What follows belongs to an exercise in optimizing a design on an open flow for small area and a short achievable clock period; a production flow would make more cautious choices.
Power and IR drop assume default switching activity.

## v22
==> flow/design.v <==
package arena_pkg;
    typedef logic [10-1:0] coord_t;
    typedef logic [15:0] score_t;
    typedef enum logic [1:0] {
        ST_START = 2'd0,
        ST_PLAY  = 2'd1,
        ST_DEAD  = 2'd2
    } game_state_t;
endpackage
module arena_top
(
    input  logic                    Clk,
    input  logic                    rst_n,
    input  logic                    wb_cyc,
    input  logic                    wb_stb,
    input  logic                    wb_we,
    input  logic [3-1:0] wb_adr,
    input  logic [31:0]             wb_dat_w,
    output logic [31:0]             wb_dat_r,
    output logic                    wb_ack,
    input  arena_pkg::coord_t                  pix_x,
    input  arena_pkg::coord_t                  pix_y,
    input  logic                    pix_valid,
    input  logic                    frame_tick
);
    localparam int CW = 10;
    localparam int NS = 4;
    function automatic logic lt11(input logic [CW:0] a, input logic [CW:0] b);
        logic [15:0] g;
        logic [15:0] l;
        g = '0;
        l = '0;
        g[CW:0] = ~a & b;
        l[CW:0] = a & ~b;
        for (int s = 1; s < 16; s = s * 2) begin
            for (int i = 0; i + s < 16; i = i + 2 * s) begin
                g[i] = g[i+s] | (~l[i+s] & g[i]);
                l[i] = l[i+s] | (~g[i+s] & l[i]);
            end
        end
        lt11 = g[0];
    endfunction
    function automatic logic in_span(input logic [CW-1:0] p, input logic [CW-1:0] lo,
                                     input logic [CW:0] hi);
        in_span = !lt11({1'b0, p}, {1'b0, lo}) && lt11({1'b0, p}, hi);
    endfunction
    logic          start_cmd;
    logic          play;             
    logic          dead;             
    logic          restart;
    logic [CW-1:0] player_x, player_y;
    logic [CW-1:0] bullet_x, bullet_y;
    logic          bullet_en;
    logic [1:0]    spawn_idx;
    logic [15:0]   score_base;       
    logic [NS-1:0] kill_q;
    logic [NS-1:0] alive;
    logic [NS-1:0][CW-1:0] mon_x;
    logic [NS-1:0][CW-1:0] mon_y;
    logic req, wr;
    assign req = wb_cyc && wb_stb && !wb_ack;
    assign wr  = req && wb_we;
    logic [15:0] score;
    assign score = score_base + 16'(kill_q[0]) + 16'(kill_q[1]) + 16'(kill_q[2]) + 16'(kill_q[3]);
    logic [31:0] rd_data;
    always_comb begin
        rd_data = '0;
        case (wb_adr)
            3'd1: begin
                rd_data[CW-1:0]  = player_x;
                rd_data[16 +: CW] = player_y;
            end
            3'd2: begin
                rd_data[CW-1:0]  = bullet_x;
                rd_data[16 +: CW] = bullet_y;
                rd_data[31]      = bullet_en;
            end
            3'd3: begin
                rd_data[1:0]   = {dead, play};
                rd_data[31:16] = score;
            end
            3'd4, 3'd5, 3'd6, 3'd7: begin
                rd_data[CW-1:0]  = mon_x[wb_adr[1:0]];
                rd_data[16 +: CW] = mon_y[wb_adr[1:0]];
                rd_data[31]      = alive[wb_adr[1:0]];
            end
            default: ;
        endcase
    end
    always_ff @(posedge Clk) begin
        wb_dat_r <= rd_data;
    end
    always_ff @(posedge Clk) begin
        if (!rst_n) begin
            wb_ack    <= 1'b0;
            start_cmd <= 1'b0;
            player_x  <= '0;
            player_y  <= '0;
            bullet_x  <= '0;
            bullet_y  <= '0;
            bullet_en <= 1'b0;
        end else begin
            wb_ack    <= req;
            start_cmd <= wr && (wb_adr == 3'd0) && wb_dat_w[0];
            if (wr && wb_adr == 3'd1) begin
                player_x <= wb_dat_w[CW-1:0];
                player_y <= wb_dat_w[16 +: CW];
            end
            if (wr && wb_adr == 3'd2) begin
                bullet_x  <= wb_dat_w[CW-1:0];
                bullet_y  <= wb_dat_w[16 +: CW];
                bullet_en <= wb_dat_w[31];
            end
        end
    end
    logic [NS-1:0] mon_hit;
    logic [NS-1:0] kill;
    logic          bullet_hit, player_hit, player_dead;
    always_comb begin
        for (int i = 0; i < NS; i++) begin
            mon_hit[i] = pix_valid && alive[i] &&
                         in_span(pix_x, mon_x[i], {1'b0, mon_x[i]} + (CW+1)'(22)) &&
                         in_span(pix_y, mon_y[i], {1'b0, mon_y[i]} + (CW+1)'(22));
        end
    end
    assign bullet_hit = pix_valid && bullet_en &&
        in_span(pix_x, bullet_x, {1'b0, bullet_x} + (CW+1)'(4)) &&
        in_span(pix_y, bullet_y, {1'b0, bullet_y} + (CW+1)'(4));
    assign player_hit = pix_valid &&
        in_span(pix_x, player_x, {1'b0, player_x} + (CW+1)'(25)) &&
        in_span(pix_y, player_y, {1'b0, player_y} + (CW+1)'(30));
    assign kill        = (play && bullet_hit) ? mon_hit : '0;
    assign player_dead = play && player_hit && (|mon_hit);
    always_ff @(posedge Clk) begin
        if (!rst_n) begin
            play    <= 1'b0;
            dead    <= 1'b0;
            restart <= 1'b0;
        end else begin
            restart <= start_cmd && !play;
            if (play) begin
                play <= !player_dead;
                dead <= player_dead;
            end else if (start_cmd) begin
                play <= 1'b1;
                dead <= 1'b0;
            end
        end
    end
    always_ff @(posedge Clk) begin
        if (!rst_n || restart) begin
            score_base <= '0;
            kill_q     <= '0;
        end else begin
            score_base <= score;
            kill_q     <= kill;
        end
    end
    logic [NS-1:0] spawn_load;
    logic [CW-1:0] spawn_x, spawn_y;
    assign spawn_load = (frame_tick && play && !restart) ? (~alive & (alive + 1'b1)) : '0;
    always_comb begin
        case (spawn_idx)
            2'd0: begin spawn_x = CW'(12); spawn_y = CW'(240); end
            2'd1: begin spawn_x = CW'(240); spawn_y = CW'(12); end
            2'd2: begin spawn_x = CW'(468); spawn_y = CW'(240); end
            default: begin spawn_x = CW'(240); spawn_y = CW'(468); end
        endcase
    end
    always_ff @(posedge Clk) begin
        if (!rst_n || restart) begin
            spawn_idx <= 2'd0;
        end else if (|spawn_load) begin
            spawn_idx <= spawn_idx + 2'd1;
        end
    end
    for (genvar i = 0; i < NS; i++) begin : g_slot
        logic x_lt, x_gt, y_lt, y_gt;
        assign x_lt = lt11({1'b0, mon_x[i]}, {1'b0, player_x});
        assign x_gt = lt11({1'b0, player_x}, {1'b0, mon_x[i]});
        assign y_lt = lt11({1'b0, mon_y[i]}, {1'b0, player_y});
        assign y_gt = lt11({1'b0, player_y}, {1'b0, mon_y[i]});
        always_ff @(posedge Clk) begin
            if (!rst_n) begin
                alive[i] <= 1'b0;
                mon_x[i] <= '0;
                mon_y[i] <= '0;
            end else if (restart || kill[i]) begin
                alive[i] <= 1'b0;
            end else if (spawn_load[i]) begin
                alive[i] <= 1'b1;
                mon_x[i] <= spawn_x;
                mon_y[i] <= spawn_y;
            end else if (frame_tick && alive[i]) begin
                if (x_lt) mon_x[i] <= mon_x[i] + 1'b1;
                else if (x_gt) mon_x[i] <= mon_x[i] - 1'b1;
                if (y_lt) mon_y[i] <= mon_y[i] + 1'b1;
                else if (y_gt) mon_y[i] <= mon_y[i] - 1'b1;
            end
        end
    end
endmodule
Settings: LEC_CHECK=0, CAP_MARGIN=20, CORE_MARGIN=2, CORE_UTILIZATION=40, SLEW_MARGIN=20; clock period 5.8 ns.
run.sh (not shown) runs the stock make flow with config.mk's settings and CLKGATE_MAP_FILE= SYNTH_SCRIPT=/design/flow/synth_recipe.tcl, a recipe that flattens the netlist after the stock synthesis.
The inputs of v36 differ from those of v22 as listed below.
Settings: ABC_CLOCK_PERIOD_IN_PS: unset -> 2500.
Notes after the runs:
Comparing v36 against v22, there is no change at all in setup slack. Changes observed in v36 relative to v22: transition time of the tightest slew-check pin closely matched the old numbers; final critical-path share of the clock period closely matched the old numbers. Diff v36..v22 | non-clock buffer count | unchanged. Reported for v36 and v22, cell count turned out identical to the last digit. Diff v22..v36 | footprint of the flip-flops and latches | unchanged.
Here is what was changed in the inputs of v16 compared with v36.
Settings: SETUP_SLACK_MARGIN: unset -> 3.0.
Notes after the runs:
- Result for v16 and v36: all clean
- v16 ends up with a filler-free cell count of the finished design that is 246 higher than in v36.
- Of the two values seen for worst-path cell with the longest stage delay, sky130_fd_sc_hd__dfxtp_1 was produced by v36 and sky130_fd_sc_hd__dfxtp_4 by v16.
- Comparing v16 and v36, total internal power is higher on v16.
- Compared with v36, v16 shows a critical path depth that is 1 lower.
- The number of combinational gates with multiple inputs was comparable across v16 and v36.
- v16 -> v36: placeable core region delta 0, exact match
- Post-synthesis mux area share of v36 is on par with v16.
- Compared with v36, v16 is hungrier on power.
- v16 has post-route clock period utilization below what v36 had.
- Going from v36 to v16, fraction of power consumed by sequential logic shrinks by 2.2 points.
- v16: final area 4800 um^2 above v36
Function was not checked in any run of this note: the RTL went through the layout flow alone.

==> afterwards: timing with drivers on the ports <==
In the flow no input, the clock included, has a driving cell. The finished layouts below were timed again as built, in two steps.
Step 1 assumes that a clkbuf_16 drives the clock port and a buf_2 every other input.
Step 2, shift: input delay + t, output delay - t, t = (earliest + latest rising clock arrival at the registers) / 2. This alone moves slack from input paths to output paths.
Slacks: ideal / step 1 / step 2; pairs: ideal / step 1.
| run | shift t [ns] | slack for setup (ns) | worst setup path after step 2 | slew at the worst register clock pin (ns) | worst data-port slew with drivers (ns) |
|---|---|---|---|---|---|
| v22 | 0.532 | 0.790 / 0.790 / 0.688 | input to register | 0.08 / 0.08 | 0.09 |
| v36 | 0.532 | 0.790 / 0.790 / 0.688 | input to register | 0.08 / 0.08 | 0.09 |
| v16 | 0.559 | 1.992 / 1.992 / 1.694 | input to register | 0.10 / 0.10 | 0.08 |
After both steps setup and hold are still met in every run listed. The setup slack of v16, which loses most, moves by 0.000 ns with the drivers and by -0.298 ns with both steps.
